This is an optimization exercise on Yosys and OpenROAD, whose aim is small area, a short achievable clock period and few clock cycles, not a production implementation.
At most, simulation tests tie the RTL to the original design; equivalence was not proved.
The flow treats the clock pin as an ideal source. Dropping or thinning the clock tree relies on that and would not hold on a real chip.
No activity file was given, so power comes from the tool's default toggle rates.

==> flow/design.v (excerpt) <==
module sched_top (
    input  logic               clk,
    input  logic               rst,
    input  logic               in_req,
    input  logic [15:0]        in_insn,
    input  logic               out_ack,
    output logic               in_ack,
    output logic               out_req,
    output logic [26:0]        out_result
);
==> flow/config.mk <==
export PLATFORM = sky130hd
export DESIGN_NAME = sched_top
export DESIGN_NICKNAME = sched_top
export VERILOG_FILES = /design/flow/design.v
export SDC_FILE = /design/flow/constraint.sdc
export NUM_CORES = 4
export LEC_CHECK = 0
export ABC_CLOCK_PERIOD_IN_PS = 2400
export CAP_MARGIN = 20
export CORE_MARGIN = 2
export CORE_UTILIZATION = 75
export SETUP_SLACK_MARGIN = 4.7
export SLEW_MARGIN = 60
==> flow/constraint.sdc <==
create_clock -name core_clock -period 7.0 [get_ports {clk}]
set_input_delay 1.4000 -clock core_clock [delete_from_list [all_inputs] [get_ports {clk}]]
set_output_delay 1.4000 -clock core_clock [all_outputs]
set_load 0.01 [all_outputs]
standard.sh (not shown) runs the stock make flow with config.mk's settings and CLKGATE_MAP_FILE= SYNTH_SCRIPT=/design/flow/synth_recipe.tcl, a recipe that flattens the netlist after the stock synthesis.
==> flow/flow/run.sh <==
#!/bin/bash
# The standard ORFS layout (the standard.sh, with config.mk's settings),
# changed through ORFS's own variables:
#  - ports are buffered with buf_4 rather than the delay cell buffer_ports
#    picks by default (footprint matching then keeps that cell from being
#    resized into a plain buffer);
#  - the clock tree is a two-level one built by flow/flat_cts.tcl (four root
#    clkbuf_16 on the clock port, sixteen leaf clkbuf_8), in place of
#    TritonCTS's three-level tree.
set -euo pipefail
export BUFFER_PORTS_ARGS="-buffer_cell sky130_fd_sc_hd__buf_4"
export PRE_CTS_TCL="$PWD/flow/flat_cts.tcl"
bash standard.sh > standard.log 2>&1
Other scripts of this flow, unchanged in this note and not shown: flow/flow/flat_cts.tcl
The starting point completed without violations.
Testbench counts at the start, summed over its fixed seeds: cycles 6,408.
Then changed:
--- a/flow/config.mk
+++ b/flow/config.mk
@@ -10,4 +10,4 @@
 export CORE_MARGIN = 2
 export CORE_UTILIZATION = 75
-export SETUP_SLACK_MARGIN = 4.7
+export SETUP_SLACK_MARGIN = 4.8
 export SLEW_MARGIN = 60
The new run completed with no timing, DRC or antenna violations. Synthesized area is unchanged. Via count rises by 5.0%. Cell area rises by 3.0%. Critical path depth falls by 1. Global-route usage rises by 2.1 points. Sequential cell count does not change. Sequential share of layout area falls by 1.4 points. Setup slack is worse by 35 ps. Wire length rises by 10%.
No run of this note takes its clock network from TritonCTS; it comes from the design's own scripts or RTL.

* * *

the baseline:
The RTL this note starts from:
==> flow/design.v <==
package sched_pkg;
    typedef enum logic [3:0] {
        OP_ADD  = 4'h0,
        OP_SUB  = 4'h1,
        OP_AND  = 4'h2,
        OP_XOR  = 4'h3,
        OP_ADDI = 4'h8,
        OP_LUI  = 4'h9                               
    } opcode_e;
    typedef struct packed {
        opcode_e                           opcode;
        logic [$clog2(8)-1:0]    rd;
        logic [$clog2(8)-1:0]    rs1;
        logic [$clog2(8)-1:0]    rs2;
        logic [2:0]                        spare;   
    } insn_reg_t;
    typedef struct packed {
        opcode_e                           opcode;
        logic [$clog2(8)-1:0]    rd;
        logic [$clog2(8)-1:0]    rs1;
        logic [5:0]                        imm;
    } insn_imm_t;
    typedef union packed {
        insn_reg_t r;
        insn_imm_t i;
    } insn_u;
    typedef struct packed {
        opcode_e                           opcode;
        logic [$clog2(8)-1:0]    rd;
        logic [$clog2(8)-1:0]    rs1;
        logic [$clog2(8)-1:0]    rs2;     
        logic [16-1:0]          imm;     
        logic                              is_imm;
        logic [8-1:0]           seq;
    } entry_t;
    typedef struct packed {
        logic [8-1:0]           seq;
        logic [$clog2(8)-1:0]    rd;
        logic [16-1:0]          value;
    } result_t;
endpackage
`timescale 1ns/1ps
module sched_top (
    input  logic               clk,
    input  logic               rst,
    input  logic               in_req,
    input  logic [15:0]        in_insn,
    input  logic               out_ack,
    output logic               in_ack,
    output logic               out_req,
    output logic [26:0]        out_result
);
    logic [15:0] rf [8];
    logic [7:0]  rs1_q, rs2_q;      
    logic [5:0]  imm_q;             
    logic        lui_q;             
    logic        sub_q, and_q, xor_q;
    logic [2:0]  rd_q;
    logic        rst_q;             
    logic        s1_v;              
    logic        s2_v;              
    logic        full;              
    logic        acc;               
    logic        mv;                
    logic [15:0] p_q, g_q;          
    logic        cin_q;
    logic [3:0]  op;
    logic [15:0] a, b, imm, p_d, g_d;
    logic        cin_d;
    logic [16:0] c;
    logic [15:0] pg_g [5];
    logic [15:0] pg_p [5];
    logic [15:0] sum;
    assign acc = in_req && !in_ack && !s1_v;
    assign mv  = s1_v && !s2_v && (!full || (out_req && out_ack));
    logic       d_def, d_reg, d_lui;
    logic [7:0] d_rs1, d_rs2;
    always_comb begin
        op    = in_insn[15:12];
        d_def = op == 4'h0 || op == 4'h1 || op == 4'h2 || op == 4'h3 || op == 4'h8 || op == 4'h9;
        d_reg = !op[3] && d_def;
        d_lui = op == 4'h9;
        d_rs1 = (d_def && !d_lui) ? (8'd1 << in_insn[8:6]) : 8'd0;
        d_rs2 = d_reg ? (8'd1 << in_insn[5:3]) : 8'd0;
    end
    always_comb begin
        a = '0;
        b = '0;
        for (int r = 0; r < 8; r++) begin
            a = a | (rf[r] & {16{rs1_q[r]}});
            b = b | (rf[r] & {16{rs2_q[r]}});
        end
        b = b | {imm_q & {6{lui_q}}, 4'd0, imm_q & {6{!lui_q}}};
        if (sub_q) b = ~b;
        p_d   = and_q ? (a & b) : (a ^ b);
        g_d   = (and_q || xor_q) ? 16'd0 : (a & b);
        cin_d = sub_q;
        g_d[0] = g_d[0] | (p_d[0] & cin_d);   
        pg_g[0] = g_q;
        pg_p[0] = p_q;
        for (int l = 1; l <= 4; l++) begin
            pg_g[l] = pg_g[l-1];
            pg_p[l] = pg_p[l-1];
            for (int i = 0; i < 16; i++) begin
                if (((i >> (l - 1)) & 1) == 1) begin
                    pg_g[l][i] = pg_g[l-1][i] | (pg_p[l-1][i] & pg_g[l-1][((i >> (l - 1)) << (l - 1)) - 1]);
                    pg_p[l][i] = pg_p[l-1][i] & pg_p[l-1][((i >> (l - 1)) << (l - 1)) - 1];
                end
            end
        end
        c   = {pg_g[4], cin_q};
        sum = p_q ^ c[15:0];
    end
    always_ff @(posedge clk) begin
        if (!s1_v) begin
            rs1_q <= d_rs1;
            rs2_q <= d_rs2;
            imm_q <= (op == 4'h8 || d_lui) ? in_insn[5:0] : 6'd0;
            lui_q <= d_lui;
            sub_q <= op == 4'h1;
            and_q <= op == 4'h2;
            xor_q <= op == 4'h3;
            rd_q  <= in_insn[11:9];
        end
    end
    always_ff @(posedge clk) begin
        p_q   <= rst ? 16'd0 : p_d;
        g_q   <= rst ? 16'd0 : g_d;
        cin_q <= rst ? 1'b0  : cin_d;
        rst_q <= rst;
    end
    always_ff @(posedge clk) begin
        for (int r = 0; r < 8; r++) begin
            if (rst_q || (s2_v && out_result[18:16] == 3'(r))) rf[r] <= sum;
        end
    end
    always_ff @(posedge clk) begin
        if (rst) begin
            in_ack            <= 1'b0;
            s1_v              <= 1'b0;
            s2_v              <= 1'b0;
            full              <= 1'b0;
            out_req           <= 1'b0;
            out_result[26:19] <= 8'hff;             
        end else begin
            if (acc)                    in_ack <= 1'b1;
            else if (in_ack && !in_req) in_ack <= 1'b0;
            if (acc)     s1_v <= 1'b1;
            else if (mv) s1_v <= 1'b0;
            s2_v <= mv;
            if (s2_v) begin
                full              <= 1'b1;
                out_req           <= !out_ack;
                out_result[26:19] <= out_result[26:19] + 8'd1;
            end else if (out_req && out_ack) begin
                full    <= 1'b0;
                out_req <= 1'b0;
            end else if (full && !out_req && !out_ack) begin
                out_req <= 1'b1;
            end
        end
    end
    always_ff @(posedge clk) begin
        if (mv)   out_result[18:16] <= rd_q;
        if (s2_v) out_result[15:0]  <= sum;
    end
endmodule
make LEC_CHECK=0 ABC_CLOCK_PERIOD_IN_PS=2400 CAP_MARGIN=20 CORE_MARGIN=2 CORE_UTILIZATION=40 SETUP_SLACK_MARGIN=4.6 SLEW_MARGIN=20 finish   # period 7.0 ns
run.sh (not shown) runs the stock make flow with config.mk's settings and CLKGATE_MAP_FILE= SYNTH_SCRIPT=/design/flow/synth_recipe.tcl, a recipe that flattens the netlist after the stock synthesis.
Stock flow here: none of the scripts above is used.
The baseline did not stop at any stage, and its layout met the timing, design-rule and antenna checks.
Testbench counts of the baseline, summed over its fixed seeds: cycles 6,408.
The following lists how the candidate was set up differently from the baseline:
Settings: a change of CORE_UTILIZATION from 40 to 65; an added CTS_BUF_LIST of sky130_fd_sc_hd__clkbuf_8.
### Flow results
- The run showing the greater final-layout non-clock buffer area share is the baseline.
- Changes observed in the candidate relative to the baseline: number of setup violations in the final report was more or less identical; layout overhead on the synthesized area went down by 4.4 points.
- The candidate: clock power share lower than the baseline
- Relative to the baseline, share of power burned in combinational logic has increased by 0.8 points in the candidate.
- Of the baseline and the candidate, the candidate shows the lower overall power of the completed layout, with the baseline above it.

* * *

RTL: the design.v shown in full above, as it stands there.
Settings: LEC_CHECK=0, ABC_CLOCK_PERIOD_IN_PS=2400, CAP_MARGIN=20, CORE_MARGIN=2, CORE_UTILIZATION=65, CTS_BUF_LIST=sky130_fd_sc_hd__clkbuf_8, CTS_CLUSTER_DIAMETER=60, CTS_CLUSTER_SIZE=15, SETUP_SLACK_MARGIN=4.6, SLEW_MARGIN=20; clock period 7.0 ns.
The starting point completed without violations.
Testbench counts at the start, summed over its fixed seeds: cycles 6,408.
Edit:
--- a/flow/config.mk
+++ b/flow/config.mk
@@ -8 +8 @@
-export ABC_CLOCK_PERIOD_IN_PS = 2400
+export ABC_CLOCK_PERIOD_IN_PS = 2600
@@ -11,5 +11,2 @@
-export CORE_UTILIZATION = 65
-export CTS_BUF_LIST = sky130_fd_sc_hd__clkbuf_8
-export CTS_CLUSTER_DIAMETER = 60
-export CTS_CLUSTER_SIZE = 15
-export SETUP_SLACK_MARGIN = 4.6
+export CORE_UTILIZATION = 40
+export SETUP_SLACK_MARGIN = 4.4
Clock power increases by 110%.
Design area came out higher by 5.2%.
Cell count grows by 13%.
First-iteration DRC count fell by 23%.
Edit:
==> flow/flow/run.sh (new file) <==
#!/bin/bash
set -euo pipefail
export CTS_ARGS="-sink_clustering_enable -repair_clock_nets -dont_use_dummy_load -buf_list sky130_fd_sc_hd__clkbuf_8"
bash standard.sh > standard.log 2>&1
==> flow/standard.sh (new file) <==
#!/bin/bash
# synth_recipe.tcl (not shown) runs the flow's synth.tcl, then flattens the netlist and writes it again
# the make line also repeats each setting of config.mk as NAME=value (left out here)
make -C /OpenROAD-flow-scripts/flow DESIGN_CONFIG=/design/flow/config.mk WORK_HOME=/design/flow/orfs CLKGATE_MAP_FILE= SYNTH_SCRIPT=/design/flow/synth_recipe.tcl "${@:-finish}"
--- a/flow/config.mk
+++ b/flow/config.mk
@@ -8 +8 @@
-export ABC_CLOCK_PERIOD_IN_PS = 2600
+export ABC_CLOCK_PERIOD_IN_PS = 2400
@@ -11,2 +11,3 @@
-export CORE_UTILIZATION = 40
-export SETUP_SLACK_MARGIN = 4.4
+export CORE_UTILIZATION = 65
+export CTS_BUF_LIST = sky130_fd_sc_hd__clkbuf_8
+export SETUP_SLACK_MARGIN = 4.6
removed: flow/run.sh
- The new run went through all stages and came out clean
- sequential power stays flat
- routed wire length drops by about 2.6%
- critical path depth does not change
- cell count drops by about 12%
- setup slack improved by 0.11 ns
Edit:
==> flow/run.sh (new file) <==
#!/bin/bash
# synth_recipe.tcl (not shown) runs the flow's synth.tcl, then flattens the netlist and writes it again
# the make line also repeats each setting of config.mk as NAME=value (left out here)
make -C /OpenROAD-flow-scripts/flow DESIGN_CONFIG=/design/flow/config.mk WORK_HOME=/design/flow/orfs CLKGATE_MAP_FILE= SYNTH_SCRIPT=/design/flow/synth_recipe.tcl finish
--- a/flow/config.mk
+++ b/flow/config.mk
@@ -8 +8 @@
-export ABC_CLOCK_PERIOD_IN_PS = 2400
+export ABC_CLOCK_PERIOD_IN_PS = 2300
@@ -13 +13 @@
-export SETUP_SLACK_MARGIN = 4.6
+export SETUP_SLACK_MARGIN = 4.75
removed: flow/flow/run.sh
removed: flow/standard.sh
The new run completed with no timing, DRC or antenna violations.
First-iteration DRC count drops by 5.8%.
Critical path depth is unchanged.
Wire length rose by 3.1%.
Clock skew shrinks by 0.0095 ns.
Combinational power is higher by 6.7%.

* * *

main:
Another version of the RTL of sched_top (not shown whole).
For scale: ~830 cells after synthesis, roughly 49 I/O pins, about 10,000 um^2 of cells after synthesis.
==> flow/design.v (excerpt) <==
module sched_top (
    input  logic               clk,
    input  logic               rst,
    input  logic               in_req,
    input  logic [15:0]        in_insn,
    input  logic               out_ack,
    output logic               in_ack,
    output logic               out_req,
    output logic [26:0]        out_result
);
export LEC_CHECK = 0
export CAP_MARGIN = 20
export CORE_MARGIN = 2
export CORE_UTILIZATION = 40
export SLEW_MARGIN = 20
create_clock -name core_clock -period 7.0 [get_ports {clk}]
Stock flow here: none of the scripts above is used.
Here is what was changed in the inputs of the feature branch compared with main.
--- a/flow/config.mk
+++ b/flow/config.mk
@@ -6,6 +6,8 @@
 export NUM_CORES = 4
 export LEC_CHECK = 0
+export ABC_CLOCK_PERIOD_IN_PS = 2500
 export CAP_MARGIN = 20
 export CORE_MARGIN = 2
 export CORE_UTILIZATION = 40
+export SETUP_SLACK_MARGIN = 4.4
 export SLEW_MARGIN = 20
- The feature branch vs main on count of clock-buffer cells in the layout: the feature branch is the higher one.
- The feature branch vs main — switching portion of total power rose 0.58 points.
- The feature branch against main: worst setup slack higher; count of filler cells inserted in the layout down 15%; area of placed instances moved up; share of final layout cell area taken by non-clock buffers up 9.9 points.
- The feature branch vs. main: worst hold slack went down; critical path required time went up; via count went up.
- Changes observed in the feature branch relative to main: total power consumption of the routed design increased 12%, wire length increased about 22%.
No run of this note included a check of the RTL's function; only the layout flow was run.

* * *

RTL: one of the versions met above, not the one the previous note started from.
For scale: about 730 cells after synthesis, roughly 230 flip-flops, about 0.0093 mm² of cells after synthesis.
Settings: LEC_CHECK=0, ABC_CLOCK_PERIOD_IN_PS=2400, CAP_MARGIN=20, CORE_MARGIN=2, CORE_UTILIZATION=70, CTS_BUF_LIST=sky130_fd_sc_hd__clkbuf_8, CTS_CLUSTER_DIAMETER=60, CTS_CLUSTER_SIZE=15, SETUP_SLACK_MARGIN=4.6, SLEW_MARGIN=60; clock period 7.0 ns.
standard.sh (not shown) runs the stock make flow with config.mk's settings and CLKGATE_MAP_FILE= SYNTH_SCRIPT=/design/flow/synth_recipe.tcl, a recipe that flattens the netlist after the stock synthesis.
==> flow/flow/run.sh <==
#!/bin/bash
# The standard ORFS layout (the standard.sh, with config.mk's settings),
# changed in two ways through ORFS's own variables:
#  - ports are buffered with buf_4 rather than the delay cell buffer_ports
#    picks by default (footprint matching then keeps that cell from being
#    resized into a plain buffer);
#  - clock tree synthesis adds no dummy loads.
set -euo pipefail
export BUFFER_PORTS_ARGS="-buffer_cell sky130_fd_sc_hd__buf_4"
export CTS_ARGS="-sink_clustering_enable -repair_clock_nets -dont_use_dummy_load -buf_list sky130_fd_sc_hd__clkbuf_8 -sink_clustering_size 15 -sink_clustering_max_diameter 60"
bash standard.sh > standard.log 2>&1
The baseline ran to the end with no violations.
Testbench counts at the start, summed over its fixed seeds: cycles 6,408.
Rerun with:
Settings changed: ABC_CLOCK_PERIOD_IN_PS 2400 to 2300, CORE_UTILIZATION 70 to 75, SETUP_SLACK_MARGIN 4.6 to 4.7.
Result:
- The changed run finished clean
- via count went up by about 4%
- setup slack improves by 18 ps
- combinational power came out higher by about 4%
- synthesized area stays the same
- design area increases by 0.75%
- total power barely changes
- clock power went down by about 1%
- die area falls by 6.4%
- wire length climbs by about 0.7%
- non-clock buffer count shrinks by 2
Rerun with:
==> flow/flow/run.sh (replaced) <==
#!/bin/bash
# The standard ORFS layout (the standard.sh, with config.mk's settings),
# changed in three ways through ORFS's own variables:
#  - ports are buffered with buf_4 rather than the delay cell buffer_ports
#    picks by default (footprint matching then keeps that cell from being
#    resized into a plain buffer);
#  - clock tree synthesis adds no dummy loads;
#  - gate sizing may swap a cell for one of another footprint
#    (MATCH_CELL_FOOTPRINT=0 on make's command line, which outranks the
#    platform's setting).
set -euo pipefail
export BUFFER_PORTS_ARGS="-buffer_cell sky130_fd_sc_hd__buf_4"
export CTS_ARGS="-sink_clustering_enable -repair_clock_nets -dont_use_dummy_load -buf_list sky130_fd_sc_hd__clkbuf_8 -sink_clustering_size 15 -sink_clustering_max_diameter 60"
bash standard.sh MATCH_CELL_FOOTPRINT=0 finish > standard.log 2>&1
Settings changed: ABC_CLOCK_PERIOD_IN_PS 2300 to 2400, CORE_UTILIZATION 75 to 65, SETUP_SLACK_MARGIN 4.7 to 4.6, SLEW_MARGIN 60 to 20.
What happened: The changed run produced a clean layout; final area decreases by 2.4%; sequential share of layout area goes up by 0.93 points; total power shrinks by 0.91%; utilization falls by 13 points; setup slack degrades by 4.1 ps; routed wire length went down by 0.79%.
Rerun with:
==> flow/flow/run.sh (replaced) <==
#!/bin/bash
# The standard ORFS layout (the standard.sh, with config.mk's settings),
# changed in two ways through ORFS's own variables:
#  - ports are buffered with buf_4 rather than the delay cell buffer_ports
#    picks by default (footprint matching then keeps that cell from being
#    resized into a plain buffer);
#  - clock tree synthesis adds no dummy loads.
set -euo pipefail
export BUFFER_PORTS_ARGS="-buffer_cell sky130_fd_sc_hd__buf_4"
export CTS_ARGS="-sink_clustering_enable -repair_clock_nets -dont_use_dummy_load -buf_list sky130_fd_sc_hd__clkbuf_8 -sink_clustering_size 15 -sink_clustering_max_diameter 60"
bash standard.sh > standard.log 2>&1
Settings changed: ABC_CLOCK_PERIOD_IN_PS 2400 to 2200, SETUP_SLACK_MARGIN 4.6 to 4.8.
Outcome: The new run produced a clean layout. Design area grows by a few percent. Setup slack gains 18 ps. Global-route usage goes up by 0.35 points. Area after synthesis does not change. Via count is higher by a few percent. Total power rose by a few percent. Non-clock buffer count rose by 23.

static timing again, ports no longer ideal:
How much do the figures lean on ideal ports? The routed layouts below were timed once more, with nothing changed but the port constraints.
Step 1 assumes that a clkbuf_16 drives the clock port and a buf_2 every other input.
Step 2 adds t to the input delays and takes it off the output delays; t is the mean of the earliest and latest rising clock arrival at the registers after step 1. Input paths then give back, and output paths get back, about the clock's delay inside the block.
Slacks: ideal / step 1 / step 2; pairs: ideal / step 1.
run | shift t [ns] | setup WS [ns] | latest minus earliest clock arrival (ns) | cell pins on the clock port's net
the first run of note 1 | 0.385 | 4.743 / 4.659 / 4.422 | 0.051 / 0.051 | 4
the second run of note 1 | 0.385 | 4.707 / 4.702 / 4.323 | 0.052 / 0.052 | 4
the baseline | 0.559 | 4.527 / 4.482 / 4.131 | 0.016 / 0.015 | 1
the candidate | 0.546 | 4.535 / 4.499 / 4.138 | 0.018 / 0.017 | 1
the first run of note 3 | 0.549 | 4.507 / 4.471 / 4.120 | 0.031 / 0.031 | 1
the second run of note 3 | 0.560 | 4.440 / 4.395 / 4.153 | 0.014 / 0.014 | 1
the third run of note 3 | 0.529 | 4.547 / 4.511 / 4.178 | 0.030 / 0.030 | 1
the fourth run of note 3 | 0.544 | 4.535 / 4.499 / 4.278 | 0.019 / 0.019 | 1
main | 0.476 | 2.759 / 2.779 / 2.302 | 0.013 / 0.013 | 1
the feature branch | 0.483 | 3.803 / 3.741 / 3.257 | 0.014 / 0.013 | 1
the first run of note 5 | 0.552 | 4.605 / 4.568 / 4.145 | 0.032 / 0.032 | 1
the second run of note 5 | 0.538 | 4.623 / 4.585 / 4.259 | 0.025 / 0.025 | 1
the third run of note 5 | 0.545 | 4.619 / 4.592 / 4.215 | 0.016 / 0.016 | 1
the fourth run of note 5 | 0.546 | 4.637 / 4.598 / 4.339 | 0.045 / 0.046 | 1
After both steps every run listed still meets setup and hold. The setup slack of the feature branch, which loses most, moves by -0.062 ns with the drivers and by -0.546 ns with both steps.
